Background: an optimization exercise with open tools, aiming at small area, a short achievable clock period and few clock cycles. Do not read the settings as production practice.
The RTL of this run was laid out without a check of its function.
Power and IR drop assume default switching activity.

===== config.mk =====
export PLATFORM = sky130hd
export DESIGN_NAME = oflow_core
export DESIGN_NICKNAME = oflow_core
export VERILOG_FILES = /design/flow/design.v
export SDC_FILE = /design/flow/constraint.sdc
export NUM_CORES = 4
export LEC_CHECK = 0
export CAP_MARGIN = 20
export CORE_MARGIN = 2
export CORE_UTILIZATION = 40
export SLEW_MARGIN = 20

===== constraint.sdc =====
create_clock -name core_clock -period 11.0 [get_ports {clk}]
set_input_delay 2.2000 -clock core_clock [delete_from_list [all_inputs] [get_ports {clk}]]
set_output_delay 2.2000 -clock core_clock [all_outputs]
set_load 0.01 [all_outputs]

===== design.v =====
package oflow_pkg;
	localparam int COORD_W = 8;                 
	localparam int BBOX_W  = 4 * COORD_W;       
	localparam int X_LSB   = 0;                 
	localparam int Y_LSB   = X_LSB + COORD_W;
	localparam int W_LSB   = Y_LSB + COORD_W;
	localparam int H_LSB   = W_LSB + COORD_W;   
	localparam int WEIGHT_W = 4;
	localparam int COST_W   = 14;   
	localparam int ID_W       = 8;
	localparam int MAX_BBOXES = 8;                     
	localparam int IDX_W      = $clog2(MAX_BBOXES);
	localparam int CONF_W     = 8;                     
	localparam int CFG_ADDR_W = 3;
	localparam int CFG_DATA_W = 16;
	localparam logic [CFG_ADDR_W-1:0] CFG_WX  = 3'd0;
	localparam logic [CFG_ADDR_W-1:0] CFG_WY  = 3'd1;
	localparam logic [CFG_ADDR_W-1:0] CFG_WW  = 3'd2;
	localparam logic [CFG_ADDR_W-1:0] CFG_WH  = 3'd3;
	localparam logic [CFG_ADDR_W-1:0] CFG_THR = 3'd4;
	localparam logic [WEIGHT_W-1:0] WEIGHT_RST = 4'd1;    
	localparam logic [COST_W-1:0]   THR_RST    = 14'd64;
endpackage
`timescale 1ns/1ps
import oflow_pkg::*;
module oflow_weight_regs (
	input  logic                  clk,
	input  logic                  rst_i,
	input  logic                  cfg_we_i,
	input  logic [CFG_ADDR_W-1:0] cfg_addr_i,
	input  logic [CFG_DATA_W-1:0] cfg_data_i,
	output logic [WEIGHT_W-1:0]   w_wx,
	output logic [WEIGHT_W-1:0]   w_wy,
	output logic [WEIGHT_W-1:0]   w_ww,
	output logic [WEIGHT_W-1:0]   w_wh,
	output logic [COST_W-1:0]     w_thr
);
	always_ff @(posedge clk) begin
		if (rst_i) begin
			w_wx  <= WEIGHT_RST;
			w_wy  <= WEIGHT_RST;
			w_ww  <= WEIGHT_RST;
			w_wh  <= WEIGHT_RST;
			w_thr <= THR_RST;
		end else if (cfg_we_i) begin
			case (cfg_addr_i)
				CFG_WX:  w_wx  <= cfg_data_i[WEIGHT_W-1:0];
				CFG_WY:  w_wy  <= cfg_data_i[WEIGHT_W-1:0];
				CFG_WW:  w_ww  <= cfg_data_i[WEIGHT_W-1:0];
				CFG_WH:  w_wh  <= cfg_data_i[WEIGHT_W-1:0];
				CFG_THR: w_thr <= cfg_data_i[COST_W-1:0];
				default: begin
				end
			endcase
		end
	end
endmodule
`timescale 1ns/1ps
import oflow_pkg::*;
module oflow_frame_mem (
	input  logic                         clk,
	input  logic                         rst_i,
	input  logic                         wr_i,       
	input  logic [BBOX_W-1:0]            wr_bbox_i,
	input  logic                         swap_i,     
	output logic [MAX_BBOXES-1:0][BBOX_W-1:0] prev_bbox_o,
	output logic [MAX_BBOXES-1:0]        prev_valid_o
);
	logic [MAX_BBOXES-1:0][BBOX_W-1:0] cur_bbox;
	logic [MAX_BBOXES-1:0]             cur_valid;   
	always_ff @(posedge clk) begin
		if (rst_i) begin
			cur_valid    <= '0;
			prev_valid_o <= '0;
		end else if (swap_i) begin
			cur_valid    <= '0;
			prev_valid_o <= cur_valid;
		end else if (wr_i) begin
			cur_valid    <= {cur_valid[MAX_BBOXES-2:0], 1'b1};   
		end
	end
	logic [MAX_BBOXES-1:0] slot;
	assign slot = ~cur_valid & {cur_valid[MAX_BBOXES-2:0], 1'b1};
	always_ff @(posedge clk) begin
		for (int i = 0; i < MAX_BBOXES; i++) begin
			if (wr_i && slot[i])
				cur_bbox[i] <= wr_bbox_i;
		end
	end
	always_ff @(posedge clk) begin
		if (swap_i)
			prev_bbox_o <= cur_bbox;
	end
endmodule
`timescale 1ns/1ps
import oflow_pkg::*;
module oflow_match_pe (
	input  logic [BBOX_W-1:0]   new_bbox_i,
	input  logic [BBOX_W-1:0]   rec_bbox_i,
	input  logic                rec_valid_i,
	input  logic [WEIGHT_W-1:0] w_wx,
	input  logic [WEIGHT_W-1:0] w_wy,
	input  logic [WEIGHT_W-1:0] w_ww,
	input  logic [WEIGHT_W-1:0] w_wh,
	output logic [COST_W-1:0]   cost_o
);
	function automatic logic [COORD_W-1:0] abs_diff(input logic [COORD_W-1:0] a,
	                                                input logic [COORD_W-1:0] b);
		abs_diff = (a > b) ? (a - b) : (b - a);
	endfunction
	logic [COORD_W-1:0] dx, dy, dw, dh;
	logic [COST_W-1:0]  cost;
	assign dx = abs_diff(new_bbox_i[X_LSB +: COORD_W], rec_bbox_i[X_LSB +: COORD_W]);
	assign dy = abs_diff(new_bbox_i[Y_LSB +: COORD_W], rec_bbox_i[Y_LSB +: COORD_W]);
	assign dw = abs_diff(new_bbox_i[W_LSB +: COORD_W], rec_bbox_i[W_LSB +: COORD_W]);
	assign dh = abs_diff(new_bbox_i[H_LSB +: COORD_W], rec_bbox_i[H_LSB +: COORD_W]);
	assign cost = COST_W'(dx) * COST_W'(w_wx)
	            + COST_W'(dy) * COST_W'(w_wy)
	            + COST_W'(dw) * COST_W'(w_ww)
	            + COST_W'(dh) * COST_W'(w_wh);
	assign cost_o = rec_valid_i ? cost : '1;
endmodule
`timescale 1ns/1ps
import oflow_pkg::*;
module oflow_track_ctrl (
	input  logic              clk,
	input  logic              rst_i,
	input  logic              box_i,      
	input  logic              end_i,      
	input  logic [IDX_W-1:0]  best_i,     
	input  logic              hit_i,      
	output logic              id_valid_o,
	output logic [ID_W-1:0]   id_o,
	output logic              frame_done_o,
	output logic [CONF_W-1:0] conflict_cnt_o
);
	logic [MAX_BBOXES-1:0][ID_W-1:0] cur_id;
	logic [MAX_BBOXES-1:0][ID_W-1:0] prev_id;
	logic [MAX_BBOXES-1:0]           cur_used;   
	logic [MAX_BBOXES-1:0]           claim;      
	logic [ID_W-1:0]                 next_id;    
	logic [CONF_W-1:0]               conf_cnt;
	logic                            reuse;
	logic                            conflict;
	logic [ID_W-1:0]                 id;
	logic [MAX_BBOXES-1:0]           slot;
	assign reuse    = box_i && hit_i && !claim[best_i];
	assign conflict = box_i && hit_i && claim[best_i];   
	assign id       = reuse ? prev_id[best_i] : next_id;
	assign slot     = ~cur_used & {cur_used[MAX_BBOXES-2:0], 1'b1};
	always_ff @(posedge clk) begin
		if (rst_i) begin
			id_valid_o     <= 1'b0;
			frame_done_o   <= 1'b0;
			claim          <= '0;
			cur_used       <= '0;
			next_id        <= ID_W'(1);   
			conf_cnt       <= '0;
		end else begin
			id_valid_o   <= box_i;
			frame_done_o <= end_i;
			if (end_i) begin
				claim    <= '0;
				cur_used <= '0;
			end else if (box_i) begin
				if (reuse)
					claim[best_i] <= 1'b1;
				else
					next_id <= (next_id == '1) ? ID_W'(1) : next_id + 1'b1;   
				if (conflict && (conf_cnt != '1))
					conf_cnt <= conf_cnt + 1'b1;   
				cur_used <= {cur_used[MAX_BBOXES-2:0], 1'b1};
			end
		end
	end
	always_ff @(posedge clk) begin
		id_o           <= id;
		conflict_cnt_o <= conf_cnt;
	end
	always_ff @(posedge clk) begin
		for (int i = 0; i < MAX_BBOXES; i++) begin
			if (box_i && slot[i])
				cur_id[i] <= id;
		end
		if (end_i)
			prev_id <= cur_id;
	end
endmodule
`timescale 1ns/1ps
import oflow_pkg::*;
module oflow_core (
	input  logic                  clk,
	input  logic                  rst_i,
	input  logic                  cfg_we_i,
	input  logic [CFG_ADDR_W-1:0] cfg_addr_i,
	input  logic [CFG_DATA_W-1:0] cfg_data_i,
	input  logic                  bbox_valid_i,
	input  logic [BBOX_W-1:0]     bbox_i,
	input  logic                  frame_end_i,
	output logic                  ready_o,
	output logic                  id_valid_o,
	output logic [ID_W-1:0]       id_o,
	output logic                  frame_done_o,
	output logic [CONF_W-1:0]     conflict_cnt_o
);
	logic [WEIGHT_W-1:0] w_wx;
	logic [WEIGHT_W-1:0] w_wy;
	logic [WEIGHT_W-1:0] w_ww;
	logic [WEIGHT_W-1:0] w_wh;
	logic [COST_W-1:0]   w_thr;
	oflow_weight_regs oflow_weight_regs (
		.clk        (clk),
		.rst_i      (rst_i),
		.cfg_we_i   (cfg_we_i),
		.cfg_addr_i (cfg_addr_i),
		.cfg_data_i (cfg_data_i),
		.w_wx       (w_wx),
		.w_wy       (w_wy),
		.w_ww       (w_ww),
		.w_wh       (w_wh),
		.w_thr      (w_thr)
	);
	logic              ready_q;
	logic              s1_box, s1_end;
	logic [BBOX_W-1:0] s1_bbox;
	always_ff @(posedge clk) begin
		if (rst_i) begin
			ready_q <= 1'b0;
			s1_box  <= 1'b0;
			s1_end  <= 1'b0;
		end else begin
			ready_q <= 1'b1;
			s1_box  <= ready_q && bbox_valid_i && !frame_end_i;   
			s1_end  <= ready_q && frame_end_i;
		end
	end
	always_ff @(posedge clk) begin
		s1_bbox <= bbox_i;
	end
	assign ready_o = ready_q;
	logic [MAX_BBOXES-1:0][BBOX_W-1:0] prev_bbox;
	logic [MAX_BBOXES-1:0]             prev_valid;
	oflow_frame_mem oflow_frame_mem (
		.clk          (clk),
		.rst_i        (rst_i),
		.wr_i         (s1_box),
		.wr_bbox_i    (s1_bbox),
		.swap_i       (s1_end),
		.prev_bbox_o  (prev_bbox),
		.prev_valid_o (prev_valid)
	);
	logic [MAX_BBOXES-1:0][COST_W-1:0] cost;
	logic [MAX_BBOXES-1:0][COST_W-1:0] s2_cost;
	logic                              s2_box, s2_end, s2_any;
	for (genvar i = 0; i < MAX_BBOXES; i++) begin : g_pe
		oflow_match_pe oflow_match_pe (
			.new_bbox_i  (s1_bbox),
			.rec_bbox_i  (prev_bbox[i]),
			.rec_valid_i (prev_valid[i]),
			.w_wx        (w_wx),
			.w_wy        (w_wy),
			.w_ww        (w_ww),
			.w_wh        (w_wh),
			.cost_o      (cost[i])
		);
	end
	always_ff @(posedge clk) begin
		if (rst_i) begin
			s2_box <= 1'b0;
			s2_end <= 1'b0;
		end else begin
			s2_box <= s1_box;
			s2_end <= s1_end;
		end
	end
	always_ff @(posedge clk) begin
		s2_cost <= cost;
		s2_any  <= prev_valid[0];   
	end
	logic [3:0][COST_W-1:0] l1_cost;
	logic [3:0][0:0]        l1_idx;
	logic [1:0][COST_W-1:0] l2_cost;
	logic [1:0][1:0]        l2_idx;
	logic [IDX_W-1:0]       best;
	logic                   hit;
	logic [MAX_BBOXES-1:0]  under;
	logic [IDX_W-1:0]       s3_best;
	logic                   s3_hit, s3_box, s3_end;
	for (genvar i = 0; i < 4; i++) begin : g_l1
		assign l1_idx[i]  = (s2_cost[2*i+1] < s2_cost[2*i]);
		assign l1_cost[i] = l1_idx[i] ? s2_cost[2*i+1] : s2_cost[2*i];
	end
	for (genvar i = 0; i < 2; i++) begin : g_l2
		logic right;
		assign right      = (l1_cost[2*i+1] < l1_cost[2*i]);
		assign l2_idx[i]  = right ? {1'b1, l1_idx[2*i+1]} : {1'b0, l1_idx[2*i]};
		assign l2_cost[i] = right ? l1_cost[2*i+1] : l1_cost[2*i];
	end
	assign best = (l2_cost[1] < l2_cost[0]) ? {1'b1, l2_idx[1]} : {1'b0, l2_idx[0]};
	for (genvar i = 0; i < MAX_BBOXES; i++) begin : g_thr
		assign under[i] = (s2_cost[i] <= w_thr);
	end
	assign hit = s2_any && (|under);
	always_ff @(posedge clk) begin
		if (rst_i) begin
			s3_box <= 1'b0;
			s3_end <= 1'b0;
		end else begin
			s3_box <= s2_box;
			s3_end <= s2_end;
		end
	end
	always_ff @(posedge clk) begin
		s3_best <= best;
		s3_hit  <= hit;
	end
	oflow_track_ctrl oflow_track_ctrl (
		.clk            (clk),
		.rst_i          (rst_i),
		.box_i          (s3_box),
		.end_i          (s3_end),
		.best_i         (s3_best),
		.hit_i          (s3_hit),
		.id_valid_o     (id_valid_o),
		.id_o           (id_o),
		.frame_done_o   (frame_done_o),
		.conflict_cnt_o (conflict_cnt_o)
	);
endmodule

===== run.sh =====
#!/bin/bash
# synth_recipe.tcl (not shown) runs the flow's synth.tcl, then flattens the netlist and writes it again
# the make line also repeats each setting of config.mk as NAME=value (left out here)
make -C /OpenROAD-flow-scripts/flow DESIGN_CONFIG=/design/flow/config.mk WORK_HOME=/design/flow/orfs CLKGATE_MAP_FILE= SYNTH_SCRIPT=/design/flow/synth_recipe.tcl finish

==> results.txt <==
Initial Util 40.3%; Cells after Synth between 9000 and 10000; CP Data Arrival Time about 9.7 ns; WHS Path Cells 0; Post-DRT Antenna Nets 0; crit path time final around 9 ns; setup TNS 0 ns; delay of the slowest critical-path stage between 0.7 and 0.8 ns; initial antenna violation count 20; fin nets roughly 11000; Hold Path Origin oflow_frame_mem.cur_bbox[172]; Slew Limit Fails 0; RR Startpoint s1_bbox[11]; insertion delay to the later sink of the worst-skew pair a little over 0.8 ns; Final GP Congestion between 0.9 and 1; RSZ-0062 raised after global routing false; worst-margin pin slew 1.14 ns; sequential area share after synthesis roughly 27%; vias 63892; vias per cell about 5.2; Rows around 170; max-slew headroom at the worst pin 21.5%; Max Freq approximately 0.11 GHz; hold crit path type flip-flop to flip-flop; Clock Skew ~0.06 ns; deepest clock path buffer count 3; Post-CTS Resized 0; Area Overhead vs Synth 8.94%; Die X-Extent roughly 480 um; CTS H-tree lvls 3; CP Max Fanout 17; Reg2Reg Setup Slack between 1.5 and 2 ns; crit path kind flip-flop to flip-flop; Sink Count 892; max-capacitance violation count 0; # Post-CTS Setup Buffers 0; die area 228000 um^2; Worst Path Required 11.61 ns; CTS Hold Bufs 0; VDD IR max about 0.00015 V; Syn Nets ~11000; reg2reg path depth 30; largest net degree at the start of global routing just under 70; first-pass detailed-route iteration total 9; DRC Markers 0; Synth async-reset ratio 0%; first-pass GRT wire length 385000 um; count of cell types in the netlist 93; Syn Area/Cell 9.75 um^2; worst r2r dst s2_cost[81]; Post-synth top flop edfxtp_1; Post-synth EDFFs between 600 and 700; YS warnings 5; Clk pin slew, worst setup/hold paths about 0.060 ns; crit path max-delay cell type o21ai_1; Worst Hold Path EP oflow_frame_mem.prev_bbox_o[172]; # setup viols final 0; layout cells sized above 1 ~5%; DP HPWL 203000 um; Avg WL per Cell a little over 20 um; power consumption approximately 13 mW; status finished clean; die height 478 um; Fin. Hold Viols 0; initial DRC count 4016; Critical Path Source Type flip-flop; Pleak 46.2 nW; vias in the first global route 64255; synthesized cell area approximately 90000 um^2; final worst-path cycle share approximately 83%; Pwr per Cell Area about 140 nW/um^2; Seq cells post-synth 892; total detailed-routing wirelength approximately 250000 um; Root Driver clkbuf_16; Overall Global Routing Usage between 20 and 25%; CTS Buf Count 106; Ports 75; grt ovf 0; CTS tree yes; core box area 223000 um^2; Port Buffer Count a little over 70; Crit. End Element flip-flop
through the flow:
step / cell area, um^2 / util, % / hold slack (ns) / instances / setup slack (ns)
floorplan: 89700 / - / 0.352 / 9204 / 2.76
global placement: 94100 / 42.2 / 0.363 / 12138 / 2.16
detailed placement: 94100 / 42.2 / 0.375 / 12138 / 2.09
CTS: 97700 / 43.9 / 0.362 / 12338 / 2.01
global route: 97800 / 43.9 / 0.357 / 12339 / 1.45
finish: 97800 / 43.9 / 0.371 / 12346 / 1.90
cells in the mapped netlist, drive strengths merged, types with 42 or more instances:
cell	instances	area [um^2]
mux2	78	905
ha	1305	16300
nor2b	303	1900
and2	454	2840
a21o	206	1550
xor2	132	1160
nand2b	181	1130
nand2	553	2080
nand3	73	365
xnor2	370	3240
mux2i	216	2170
o21bai	164	1230
o21ai	275	1400
o21a	59	443
dfxtp	252	5040
nor2	237	897
nand4	96	644
nor3	42	210
edfxtp	640	19200
a21oi	572	2890
inv	1671	6270
fa	640	12800
clkbuf	175	662
worst max path at each step:
stage	from	to	slack, ns	cells past startpoint
floorplan	s1_bbox[9]	s2_cost[110]	2.76	33
global placement	s1_bbox[2]	s2_cost[96]	2.16	32
detailed placement	s1_bbox[8]	s2_cost[81]	2.09	33
CTS	s1_bbox[8]	s2_cost[81]	2.01	33
global route	s1_bbox[11]	s2_cost[81]	1.45	32
finish	s1_bbox[11]	s2_cost[81]	1.90	30
state kept, by name, summed over array words and instances (netlist names), 14 cells and up:
register and count:
oflow_frame_mem.cur_bbox 256, oflow_frame_mem.prev_bbox_o 256, oflow_track_ctrl.cur_id 64, oflow_track_ctrl.prev_id 64
oflow_weight_regs.w_thr 14, s1_bbox 32, s2_cost 112
layout by cell type (no fill, tap or decap), types with 34 or more instances in the layout:
cell                n
inv_1            1670
ha_1             1305
fa_1              640
edfxtp_1          640
a21oi_1           566
nand2_1           553
and2_1            453
xnor2_1           370
nor2b_1           301
o21ai_0           246
dfxtp_1           234
nor2_1            227
mux2i_1           215
a21o_1            206
nand2b_1          181
o21bai_1          163
xor2_1            132
clkbuf_16         107
buf_4             101
nand4_1            89
nand3_1            73
clkdlybuf4s50_1    71
o21a_1             59
mux2_2             58
nor3_1             42
o211ai_1           34
where the power goes:
group	switching (mW)	leakage (nW)	internal, mW
Combinational	3.54	36.6	2.39
Clock	1.57	1.75	2.09
Sequential	0.0425	7.84	3.62
routing by layer:
layer / up-vias / part of all wire (%) / global-route usage, %
met5: - / 0.0043 / 0
met1: 31329 / 45 / 29.8
li1: 30686 / - / -
met4: 2 / 5.8 / 11.2
met2: 1467 / 44 / 35.1
met3: 408 / 4.9 / 2.56
critical path, delay by kind of cell, from the launching register on:
family          cells  cell delay (ns)
buf+inv             5             0.85
fa+ha+maj           7             3.22
flops               1             0.31
mux                 1             0.19
compound gates     11             2.86
xor+xnor            2             0.72
simple gates        4             0.71
logic make-up (layout without fill, tap and decap cells):
| group | after synthesis | count (layout) | synth area share, % |
|---|---|---|---|
| multiplexers | 312 | 312 | 3.87 |
| flip-flops | 892 | 892 | 27.0 |
| buffers and inverters | 1887 | 2046 | 8.04 |
| AND/OR/NAND/NOR | 2094 | 2094 | 12.5 |
| XOR/XNOR | 502 | 502 | 4.90 |
| adder cells (fa/ha/maj) | 1945 | 1945 | 32.5 |
| AO/OA/AOI/OAI | 1572 | 1572 | 11.2 |
| other | 0 | 8 | 0 |
final cells by class:
type,instances,area [um^2]
antenna,8,20.0
clock buffer,125,2770
clock inverter,75,877
fill,21212,125000
inverter,1673,6280
multi-input combinational,6425,58300
sequential,892,24300
tap,2975,3720
timing repair buffer,173,1470

port drivers added, routing unchanged:
The results above use ideal ports. As a check the final layout listed here was re-extracted and re-timed, cells and wires unchanged.
Step 1, drivers: a clkbuf_16 drives clk and a buf_2 each remaining input, both assumed.
Step 2 times the ports against the registers' clock, not the clock port: input delays grow and output delays shrink by t, the midpoint of the rising clock arrivals with the driver on.
Three values: no drivers, after step 1, after step 2; two values: the first two.
t (ns): 0.869
setup slack, ns: 1.895 / 1.895 / 1.895
worst setup path after step 2: register to register
latest minus earliest clock arrival (ns): 0.062 / 0.061
cell pins on the clock port's net: 1
After both steps this run still meets setup and hold. For this run, drivers alone change the setup slack by 0.000 ns; drivers and shift together by 0.000 ns.
